Context: an optimization exercise on an open-source flow, tuned for small area and few clock cycles per item. The choices shown serve that exercise and are no tape-out recipe. Where RTL was checked, it was by simulation tests only, not by an equivalence proof against the original. Power is estimated from default activity; no workload was simulated.

the baseline:
==> flow/design.v <==
package bfp_pkg;
  localparam logic [3:0] COMP_METH_BFP = 4'd1;
  localparam int         RB_SAMPLES    = 24;
  localparam int         BEATS_PER_RB  = 6;
  function automatic logic [63:0] byte_reverse(input logic [63:0] d);
    for (int i = 0; i < 8; i++) byte_reverse[8*i +: 8] = d[56-8*i +: 8];
  endfunction
endpackage
module bfp_decomp (
  input  logic        clk,
  input  logic        rst,
  input  logic [63:0] s_axis_tdata,
  input  logic [7:0]  s_axis_tkeep,
  input  logic        s_axis_tvalid,
  output logic        s_axis_tready,
  input  logic        s_axis_tlast,
  input  logic [31:0] s_axis_tuser,
  output logic [63:0] m_axis_tdata,
  output logic [7:0]  m_axis_tkeep,
  output logic        m_axis_tvalid,
  output logic        m_axis_tlast,
  output logic [31:0] m_axis_tuser,
  input  logic [3:0]  ctrl_ud_comp_meth,
  input  logic [3:0]  ctrl_ud_iq_width
);
  logic        in_pkt_q, last_in_q, bfp_q, expd_q;
  logic [3:0]  iqw_q, exp_q;
  logic [2:0]  k_q;           
  logic [3:0]  r_q;           
  logic [6:0]  sh_q;          
  logic [59:0] beat_q;        
  logic [63:0] din;
  logic [123:0] cat;
  logic        acc, want_acc;
  logic        f_bfp, f_w15, f_ext, f_xo, f_eop;
  logic [3:0]  f_e, f_r;
  logic [6:0]  f_sh;
  logic        k5, xneed, ge_w, ge_w2, ge_2, m_xo, m_ext, lastseen, rb_left, nx;
  logic        fits_x, take_x, m_eop, cap;
  logic [4:0]  wq5;
  logic [4:0]  xa;
  logic [3:0]  e_x;
  logic [1:0]  csel;
  logic [3:0]  rr [4];
  logic [3:0]  r_nxt, e_nxt;
  logic        bfp, ext, xo, eop;
  logic [3:0]  iqw, e;
  logic [4:0]  w;
  logic [6:0]  sh;
  logic [63:0] v, v_q;
  logic [3:0]  e_q2;
  logic [4:0]  w2;
  logic [15:0] lo_keep, hi_fill, sg_sel;
  logic [3:0][15:0] smp;
  logic        unused_ok;
  assign unused_ok    = &{1'b0, s_axis_tkeep};
  assign m_axis_tkeep = 8'hFF;
  assign din = bfp_pkg::byte_reverse(s_axis_tdata);
  assign cat = {beat_q, din};
  assign f_bfp = (ctrl_ud_comp_meth == bfp_pkg::COMP_METH_BFP) && (ctrl_ud_iq_width != 4'd0);
  assign f_w15 = (ctrl_ud_iq_width == 4'd15);
  assign f_e   = f_bfp ? din[59:56] : 4'd0;
  assign f_ext = !f_bfp || !f_w15;
  assign f_xo  = f_bfp && f_w15;
  assign f_eop = !f_bfp && s_axis_tlast;
  assign f_r   = !f_bfp ? 4'd0 : f_w15 ? 4'd14 : 4'd14 - ctrl_ud_iq_width;
  assign f_sh  = f_bfp ? 7'd68 + {3'b0, ctrl_ud_iq_width} + {3'b0, f_e} : 7'd76;
  assign wq5   = bfp_q ? {1'b0, iqw_q} : 5'd16;
  assign k5    = (k_q == 3'd5);
  assign xneed = bfp_q && (k_q == 3'd0) && !expd_q;
  assign ge_w  = {1'b0, r_q} >= wq5;
  assign ge_w2 = {1'b0, r_q} >= wq5 + 5'd2;
  assign ge_2  = r_q >= 4'd2;
  assign want_acc = !in_pkt_q ? 1'b1 :
                    last_in_q ? 1'b0 :
                    !bfp_q    ? 1'b1 :
                    xneed     ? !ge_2 :
                    k5        ? !ge_w2 : !ge_w;
  assign s_axis_tready = want_acc;
  assign acc      = s_axis_tvalid && want_acc;
  assign m_xo     = xneed && (ge_2 || acc);
  assign m_ext    = !bfp_q ? acc : (!xneed && (ge_w || acc));
  assign lastseen = last_in_q || (acc && s_axis_tlast);
  assign rb_left  = acc ? (iqw_q == 4'd1 || iqw_q == 4'd2) : (iqw_q == 4'd1 && r_q >= 4'd9);
  assign nx       = !lastseen || rb_left;
  assign fits_x   = acc ? ({1'b0, r_q} + 5'd14 >= wq5) : ge_w2;
  assign take_x   = bfp_q && k5 && m_ext && nx && fits_x;
  assign m_eop    = m_ext && (bfp_q ? (k5 && !nx) : s_axis_tlast);
  assign cap      = m_xo || take_x;
  always_comb begin
    rr[0] = r_q;
    rr[1] = r_q - iqw_q;
    rr[2] = r_q - iqw_q - 4'd2;
    rr[3] = r_q - 4'd2;
    csel = !bfp_q  ? 2'd0 :
           m_xo    ? 2'd3 :
           take_x  ? 2'd2 :
           m_ext   ? 2'd1 : 2'd0;
  end
  assign xa = 5'd16 - {1'b0, r_q} + (k5 ? {1'b0, iqw_q} : 5'd0);
  always_comb begin
    logic [123:0] s;
    s = cat;
    for (int k = 4; k >= 0; k--) if (xa[k]) s = s << (4 << k);
    e_x = s[123:120];
  end
  assign r_nxt = in_pkt_q ? rr[csel] : f_r;
  assign e_nxt = in_pkt_q ? (cap ? e_x : exp_q) : f_e;
  assign bfp = in_pkt_q ? bfp_q : f_bfp;
  assign iqw = in_pkt_q ? iqw_q : ctrl_ud_iq_width;
  assign w   = bfp ? {1'b0, iqw} : 5'd16;
  assign e   = in_pkt_q ? (bfp_q ? exp_q : 4'd0) : f_e;
  assign sh  = in_pkt_q ? sh_q : f_sh;
  assign ext = acc && !in_pkt_q ? f_ext : m_ext && in_pkt_q;
  assign xo  = in_pkt_q ? m_xo : (acc && f_xo);
  assign eop = in_pkt_q ? m_eop : (acc && f_eop);
  always_comb begin
    logic [139:0] s;
    s = {16'd0, cat};
    for (int k = 6; k >= 0; k--) if (sh[k]) s = s << (1 << k);
    v = s[139:76];
  end
  assign w2 = bfp_q ? {1'b0, iqw_q} : 5'd16;
  always_comb begin
    for (int j = 0; j < 16; j++) begin
      lo_keep[j] = (5'(j) >= {1'b0, e_q2});
      hi_fill[j] = (6'(j) >= {2'b0, e_q2} + {1'b0, w2});
      sg_sel[j]  = (6'(j) + 6'd1 == {2'b0, e_q2} + {1'b0, w2});
    end
  end
  always_comb begin
    for (int i = 0; i < 4; i++) begin
      logic [63:0] s;
      logic [15:0] f;
      logic        sg;
      s = v_q;
      for (int k = 3; k >= 0; k--) if (iqw_q[k]) s = s << (i << k);
      f  = (bfp_q || i == 0) ? s[63:48] : v_q[63-16*i -: 16];
      sg = |(f & sg_sel);
      for (int j = 0; j < 16; j++)
        smp[i][j] = lo_keep[j] & (hi_fill[j] ? sg : f[j]);
    end
  end
  always_ff @(posedge clk or posedge rst) begin
    if (rst) begin
      in_pkt_q      <= 1'b0;
      last_in_q     <= 1'b0;
      expd_q        <= 1'b0;
      k_q           <= '0;
      r_q           <= '0;
      m_axis_tvalid <= 1'b0;
      m_axis_tlast  <= 1'b0;
    end else begin
      m_axis_tvalid <= ext;
      m_axis_tlast  <= eop;
      if (acc) in_pkt_q <= 1'b1;
      if (acc && s_axis_tlast) last_in_q <= 1'b1;
      if (!in_pkt_q) begin
        if (acc) begin
          r_q    <= f_r;
          expd_q <= f_xo;
          k_q    <= (f_bfp && !f_xo) ? 3'd1 : 3'd0;
        end
      end else begin
        r_q <= rr[csel];
        if (cap) expd_q <= 1'b1;
        else if (m_ext) expd_q <= 1'b0;
        if (m_ext && bfp_q) k_q <= k5 ? 3'd0 : k_q + 3'd1;
      end
      if (eop) begin
        in_pkt_q  <= 1'b0;
        last_in_q <= 1'b0;
        expd_q    <= 1'b0;
        k_q       <= '0;
        r_q       <= '0;
      end
    end
  end
  assign m_axis_tdata = bfp_pkg::byte_reverse({smp[0], smp[1], smp[2], smp[3]});
  always_ff @(posedge clk) begin
    if (!in_pkt_q) begin
      bfp_q        <= f_bfp;
      iqw_q        <= ctrl_ud_iq_width;
      m_axis_tuser <= s_axis_tuser;
    end
    exp_q <= e_nxt;
    sh_q  <= {1'b0, ~r_nxt, 2'b00} + {2'b0, w} + {3'b0, e_nxt};
    if (acc) beat_q <= din[59:0];
    v_q   <= v;
    e_q2  <= e;
  end
endmodule
clock: 8.0 ns
lec_check: 0
abc_area: 1
cap_margin: 20
core_margin: 2
core_utilization: 40
slew_margin: 20
standard.sh (not shown) runs the stock make flow with config.mk's settings and CLKGATE_MAP_FILE= SYNTH_SCRIPT=/design/flow/synth_recipe.tcl, a recipe that flattens the netlist after the stock synthesis.
==> flow/flow/run.sh <==
#!/bin/bash
# The standard layout (standard.sh), with two changes to how it is made:
#  - Yosys's ABC maps the logic with an area-oriented script (flow/abc_area.script,
#    used in place of ORFS's abc_area.script; ABC_AREA is 1). Registers are
#    mapped before ABC runs, so they are the standard synthesis's.
#  - the port buffers are sky130_fd_sc_hd__buf_1 cells.
# Each tool's output is in orfs/logs; standard.sh's own output in standard_flow.log.
set -euo pipefail
here=$(pwd)
rm -rf "$here/orfs_scripts"
cp -r "$FLOW_HOME/scripts" "$here/orfs_scripts"
cp "$here/flow/abc_area.script" "$here/orfs_scripts/abc_area.script"
export SCRIPTS_DIR="$here/orfs_scripts"
export BUFFER_PORTS_ARGS="-buffer_cell sky130_fd_sc_hd__buf_1"
bash standard.sh > standard_flow.log 2>&1
==> flow/flow/abc_area.script <==
strash
dch
amap
topo
stime -c
Testbench counts of the baseline, summed over its fixed seeds: cycles 10,627, items 10,579.
### the baseline -> the candidate
--- a/flow/design.v
+++ b/flow/design.v
@@ -46,12 +46,13 @@
   logic        bfp, ext, xo, eop;
   logic [3:0]  iqw, e;
   logic [4:0]  w;
   logic [6:0]  sh;
-  logic [63:0] v, v_q;
+  logic [63:0] v;
+  logic [63:3] v_q;           
   logic [3:0]  e_q2;
   logic [4:0]  w2;
-  logic [15:0] lo_keep, hi_fill, sg_sel;
+  logic [15:0] lo_keep, hi_fill;
   logic [3:0][15:0] smp;
   logic        unused_ok;
   assign unused_ok    = &{1'b0, s_axis_tkeep};
   assign m_axis_tkeep = 8'hFF;
@@ -124,22 +125,23 @@
   always_comb begin
     for (int j = 0; j < 16; j++) begin
       lo_keep[j] = (5'(j) >= {1'b0, e_q2});
       hi_fill[j] = (6'(j) >= {2'b0, e_q2} + {1'b0, w2});
-      sg_sel[j]  = (6'(j) + 6'd1 == {2'b0, e_q2} + {1'b0, w2});
     end
   end
   always_comb begin
     for (int i = 0; i < 4; i++) begin
       logic [63:0] s;
       logic [15:0] f;
-      logic        sg;
-      s = v_q;
+      logic        t;
+      s = {v_q, 3'b000};
       for (int k = 3; k >= 0; k--) if (iqw_q[k]) s = s << (i << k);
-      f  = (bfp_q || i == 0) ? s[63:48] : v_q[63-16*i -: 16];
-      sg = |(f & sg_sel);
-      for (int j = 0; j < 16; j++)
-        smp[i][j] = lo_keep[j] & (hi_fill[j] ? sg : f[j]);
+      f  = (bfp_q || i == 0) ? s[63:48] : beat_q[63-16*i -: 16];
+      t = 1'b0;
+      for (int j = 0; j < 16; j++) begin
+        t = hi_fill[j] ? t : f[j];
+        smp[i][j] = lo_keep[j] & t;
+      end
     end
   end
   always_ff @(posedge clk or posedge rst) begin
     if (rst) begin
@@ -185,8 +187,8 @@
     end
     exp_q <= e_nxt;
     sh_q  <= {1'b0, ~r_nxt, 2'b00} + {2'b0, w} + {3'b0, e_nxt};
     if (acc) beat_q <= din[59:0];
-    v_q   <= v;
+    v_q   <= v[63:3];
     e_q2  <= e;
   end
 endmodule
### Flow results
- The setup slack of the candidate is smaller than that of the baseline.
- Clock edge transition at the registers on the reported setup and hold paths essentially unchanged between the candidate and the baseline.
- The candidate: PASS, flow complete, no timing, DRC or antenna violations
- Compared with the baseline, in the candidate flip-flop and latch count after synthesis fell by 3; fraction of standard cell area in multi-input logic shrank by 1.2 points.
- Side by side, final area turned out lower in the candidate than in the baseline.
- Between the candidate and the baseline, it is the candidate whose area share of buffers outside the clock network is higher, by 0.58 points.
- Relative to the baseline, the candidate degrades final hold slack.
- Summary of the candidate over the baseline: synthesized area fell 610 um^2; detailed-route wire length rose about 3.2%; upper clock frequency limit dropped 2.2%.
- Going from the baseline to the candidate, signed area change from the synthesized netlist to the final layout picked up an extra 1.4 points, total chip power neither gained nor lost much.
- On the candidate: critical path buffer and inverter count is 10 lower than what the baseline gave.
For the candidate, only the layout was checked, not whether the RTL still works.

[static timing again, ports no longer ideal]
No port has a modelled driver above. Below, the same layouts with a new extraction and two added sets of constraints.
Step 1, drivers: a clkbuf_16 drives clk and a buf_2 each remaining input, both assumed.
Step 2 also shifts input and output timing later by t, the mid clock arrival at the registers, as if the neighbouring blocks saw the same clock.
Three values: ideal, step 1, step 2; two values: the first two.
run	shift t [ns]	slack for setup (ns)	clock arrival spread, ns
the baseline	0.505	0.556 / 0.508 / 0.720	0.012 / 0.012
the candidate	0.523	0.389 / 0.333 / 0.856	0.018 / 0.018
After both steps every run listed still meets setup and hold.
